This is an optimization exercise on Yosys and OpenROAD, whose aim is small area, not a production implementation. In this exercise RTL edits were held to simulation tests only and were not proved equivalent to the original. Power and IR drop assume default switching activity.

Setup of P:
==> flow/design.v <==
`timescale 1ns/1ps
module bus_subsystem (
  input  logic        ck,
  input  logic        rst,
  output logic        master_in_notify,
  input  logic        master_in_sync,
  input  logic        master_in_trans,
  input  logic [31:0] master_in_addr,
  input  logic [31:0] master_in_data,
  output logic        master_out_notify,
  input  logic        master_out_sync,
  output logic        master_out_ack,
  output logic [31:0] master_out_data
);
  localparam logic [8*32-1:0] rom_words = {
    32'h8000_0000, 32'h7fff_ffff, 32'ha5a5_5a5a, 32'h0f0f_0f0f,
    32'hffff_0000, 32'h89ab_cdef, 32'h1234_5678, 32'h0000_0001
  };
  localparam logic [7:0] wport0 = 8'b0001_0001;
  localparam logic [7:0] wport1 = 8'b0001_0001;
  localparam logic [7:0] wport2 = 8'b0000_0001;
  localparam logic [7:0] rport0 = 8'b0101_0101;
  localparam logic [7:0] rport1 = 8'b0001_0001;
  localparam logic [7:0] rport2 = 8'b0001_0001;
  logic        in_n;     
  logic        out_n;    
  logic [2:0]  cnt;      
  logic [1:0]  win_q;
  logic [2:0]  off_q;
  logic        wr_q;
  logic        reg_q;    
  logic        ack_q;
  logic [2:0]  t;
  logic [31:0] r;
  logic        accept;
  logic        mapped;
  logic [1:0]  in_win;
  logic [2:0]  in_off;
  logic        busy;
  logic [2:0]  a;
  assign accept = in_n & master_in_sync;
  assign mapped = ~|master_in_addr[31:5];
  assign in_win = master_in_addr[4:3];
  assign in_off = master_in_addr[2:0];
  assign busy   = ~in_n & ~out_n;
  assign a      = off_q + t;   
  always_ff @(posedge ck or posedge rst) begin
    if (rst) begin
      in_n  <= 1'b1;
      out_n <= 1'b0;
      reg_q <= 1'b0;
      t     <= '0;
    end else begin
      t <= t + 3'd1;
      if (accept) begin
        in_n  <= 1'b0;
        out_n <= ~mapped;
        reg_q <= mapped & (in_win != 2'd3);
      end else if (out_n) begin
        if (master_out_sync) begin
          out_n <= 1'b0;
          in_n  <= 1'b1;
        end
      end else if (busy && cnt == '0) begin
        out_n <= 1'b1;
      end
    end
  end
  always_ff @(posedge ck) begin
    if (accept) begin
      case (in_win)
        2'd1:    cnt <= 3'd3;
        2'd2:    cnt <= 3'd6;
        default: cnt <= 3'd1;
      endcase
      win_q <= in_win;
      off_q <= in_off;
      wr_q  <= master_in_trans;
      ack_q <= master_in_trans & mapped & (in_win == 2'd3);
    end else begin
      cnt <= cnt - 3'd1;
    end
  end
  logic [31:0] m0 [8];
  logic [31:0] m1 [8];
  logic [31:0] m2 [8];
  logic [7:0]  v0, v1, v2;
  logic [7:0]  ws0, ws1, ws2;    
  logic [7:0]  rs0, rs1, rs2;    
  logic [31:0] cap;
  always_comb begin
    for (int p = 0; p < 8; p++) begin
      ws0[p] = wport0[p] && reg_q && wr_q && win_q == 2'd0 && a == 3'(p - 1);
      ws1[p] = wport1[p] && reg_q && wr_q && win_q == 2'd1 && a == 3'(p - 1);
      ws2[p] = wport2[p] && reg_q && wr_q && win_q == 2'd2 && a == 3'(p - 1);
      rs0[p] = rport0[p] && reg_q && !wr_q && win_q == 2'd0 && a == 3'(p) && v0[p];
      rs1[p] = rport1[p] && reg_q && !wr_q && win_q == 2'd1 && a == 3'(p) && v1[p];
      rs2[p] = rport2[p] && reg_q && !wr_q && win_q == 2'd2 && a == 3'(p) && v2[p];
    end
    cap = '0;
    for (int p = 0; p < 8; p++) begin
      if (rs0[p]) cap = cap | m0[p];
      if (rs1[p]) cap = cap | m1[p];
      if (rs2[p]) cap = cap | m2[p];
    end
  end
  always_ff @(posedge ck or posedge rst) begin
    if (rst) begin
      v0 <= '0;
      v1 <= '0;
      v2 <= '0;
    end else begin
      for (int p = 0; p < 8; p++) begin
        v0[p] <= ws0[p] | v0[(p + 7) % 8];
        v1[p] <= ws1[p] | v1[(p + 7) % 8];
        v2[p] <= ws2[p] | v2[(p + 7) % 8];
      end
    end
  end
  always_ff @(posedge ck) begin
    for (int p = 0; p < 8; p++) begin
      m0[p] <= ws0[p] ? r : m0[(p + 7) % 8];
      m1[p] <= ws1[p] ? r : m1[(p + 7) % 8];
      m2[p] <= ws2[p] ? r : m2[(p + 7) % 8];
    end
  end
  always_ff @(posedge ck) begin
    if (accept) begin
      if (master_in_trans) begin
        r <= master_in_data;
      end else if (mapped && in_win == 2'd3) begin
        r <= rom_words[32*in_off +: 32];
      end else begin
        r <= '0;
      end
    end else begin
      r <= r | cap;
    end
  end
  assign master_in_notify  = in_n;
  assign master_out_notify = out_n;
  assign master_out_ack    = ack_q;
  assign master_out_data   = wr_q ? '0 : r;
endmodule
==> flow/config.mk <==
export PLATFORM = sky130hd
export DESIGN_NAME = bus_subsystem
export DESIGN_NICKNAME = bus_subsystem
export VERILOG_FILES = /design/flow/design.v
export SDC_FILE = /design/flow/constraint.sdc
export NUM_CORES = 4
export LEC_CHECK = 0
export CAP_MARGIN = 20
export CORE_MARGIN = 2
export CORE_UTILIZATION = 40
export SLEW_MARGIN = 20
==> flow/constraint.sdc <==
create_clock -name core_clock -period 4.0 [get_ports {ck}]
set_input_delay 0.8000 -clock core_clock [delete_from_list [all_inputs] [get_ports {ck}]]
set_output_delay 0.8000 -clock core_clock [all_outputs]
set_load 0.01 [all_outputs]
standard.sh (not shown) runs the stock make flow with config.mk's settings and CLKGATE_MAP_FILE= SYNTH_SCRIPT=/design/flow/synth_recipe.tcl, a recipe that flattens the netlist after the stock synthesis.
==> flow/flow/run.sh <==
#!/bin/bash
# The standard layout (standard.sh, unchanged synthesis, floorplan, power grid
# and routing), with three steps tuned for cell area:
#  - port buffers use the smallest buffer (every port still gets one),
#  - clock tree: clkbuf_8 sink clusters, no dummy loads,
#  - power recovery after global routing downsizes cells with spare slack.
# make's output goes to flow_make.log; ORFS's per-step logs stay in orfs/logs.
set -euo pipefail
bash standard.sh \
  "BUFFER_PORTS_ARGS=-buffer_cell sky130_fd_sc_hd__buf_1" \
  "CTS_ARGS=-sink_clustering_enable -repair_clock_nets -buf_list sky130_fd_sc_hd__clkbuf_8 -sink_clustering_size 18 -sink_clustering_max_diameter 50 -dont_use_dummy_load" \
  RECOVER_POWER=100 \
  finish > flow_make.log 2>&1
Layout checks on P: not met. Flow itself completed; violations: max-capacitance violations, max-slew violations.
Relative to P, the following input files were edited for Q:
==> flow/flow/run.sh <==
#!/bin/bash
# The standard layout (standard.sh, unchanged synthesis, floorplan, power grid
# and routing), with two steps tuned for cell area:
#  - port buffers use the smallest buffer (every port still gets one),
#  - clock tree: clkbuf_8 sink clusters, no dummy loads,

# make's output goes to flow_make.log; ORFS's per-step logs stay in orfs/logs.
set -euo pipefail
bash standard.sh \
  "BUFFER_PORTS_ARGS=-buffer_cell sky130_fd_sc_hd__buf_1" \
  "CTS_ARGS=-sink_clustering_enable -repair_clock_nets -buf_list sky130_fd_sc_hd__clkbuf_8 -sink_clustering_size 18 -sink_clustering_max_diameter 50 -dont_use_dummy_load" \
  finish > flow_make.log 2>&1
Findings:
- Every stage of the flow completed for Q, and the final layout passed the timing, DRC and antenna checks.
- Per the comparison of Q with P, time the worst path needs with I/O delays and setup went down 0.36 ns; worst path arrival time went down 0.35 ns; non-clock buffer contribution to total cell area went up 0.26 points; share of cell area taken by muxes after synthesis held; layout cell share with drive strength beyond 1 went up 3.9 points.
- Taking P as the reference, in Q post-detailed-route via-to-cell ratio fell 0.018; area added between synthesis and finish rose 1.2 points; stage delay of the slowest cell on the critical path rose 0.13 ns; routed length on met3 rose 75 µm.
- Compared with P, Q ends up with a larger final cell area.
- Comparing Q with P, the total power draw came out essentially unchanged.
Here is what was changed in the inputs of R compared with Q.
==> flow/run.sh (new file) <==
#!/bin/bash
# synth_recipe.tcl (not shown) runs the flow's synth.tcl, then flattens the netlist and writes it again
# the make line also repeats each setting of config.mk as NAME=value (left out here)
make -C /OpenROAD-flow-scripts/flow DESIGN_CONFIG=/design/flow/config.mk WORK_HOME=/design/flow/orfs CLKGATE_MAP_FILE= SYNTH_SCRIPT=/design/flow/synth_recipe.tcl finish
removed: flow/flow/run.sh
removed: flow/standard.sh
==> run notes <==
Against Q, leakage power figure in R came out worse.
Relative to Q, the cell count measured on R has increased by a few percent.
Across Q and R, the outcome is the same: a clean finish for every run.
As far as core region area goes, Q and R are indistinguishable; the numbers are identical.
Total number of placement rows: Q vs R identical
Higher largest stage delay on the critical path was reported by Q, not R.
[R] wire length of the first global-routing pass rose 4.2% relative to Q
R: post-route core utilization higher than Q
Per the comparison of R with Q, logic depth of the worst setup path including buffers decreased 1, portion of the clock cycle consumed by the worst path in the final layout increased 0.73 points, setup slack decreased 0.029 ns.

==> separate check: timing with driven ports <==
In the flow no input, the clock included, has a driving cell. The finished layouts below were timed again as built, in two steps. Step 1, drivers: a clkbuf_16 drives ck and a buf_2 each remaining input, both assumed. Step 2, shift: input delay + t, output delay - t, t = (earliest + latest rising clock arrival at the registers) / 2. This alone moves slack from input paths to output paths. a / b / c = ideal / step 1 / step 2; a / b = the first two.
run	t (ns)	setup WS [ns]	clock arrival spread, ns	cell pins on the clock port's net
P	0.714	0.444 / 0.444 / 0.444	0.062 / 0.063	1
Q	0.714	0.808 / 0.808 / 0.808	0.065 / 0.065	1
R	0.663	0.779 / 0.779 / 0.713	0.019 / 0.018	1
For R, which loses most, drivers alone change the setup slack by 0.000 ns; drivers and shift together by -0.066 ns.
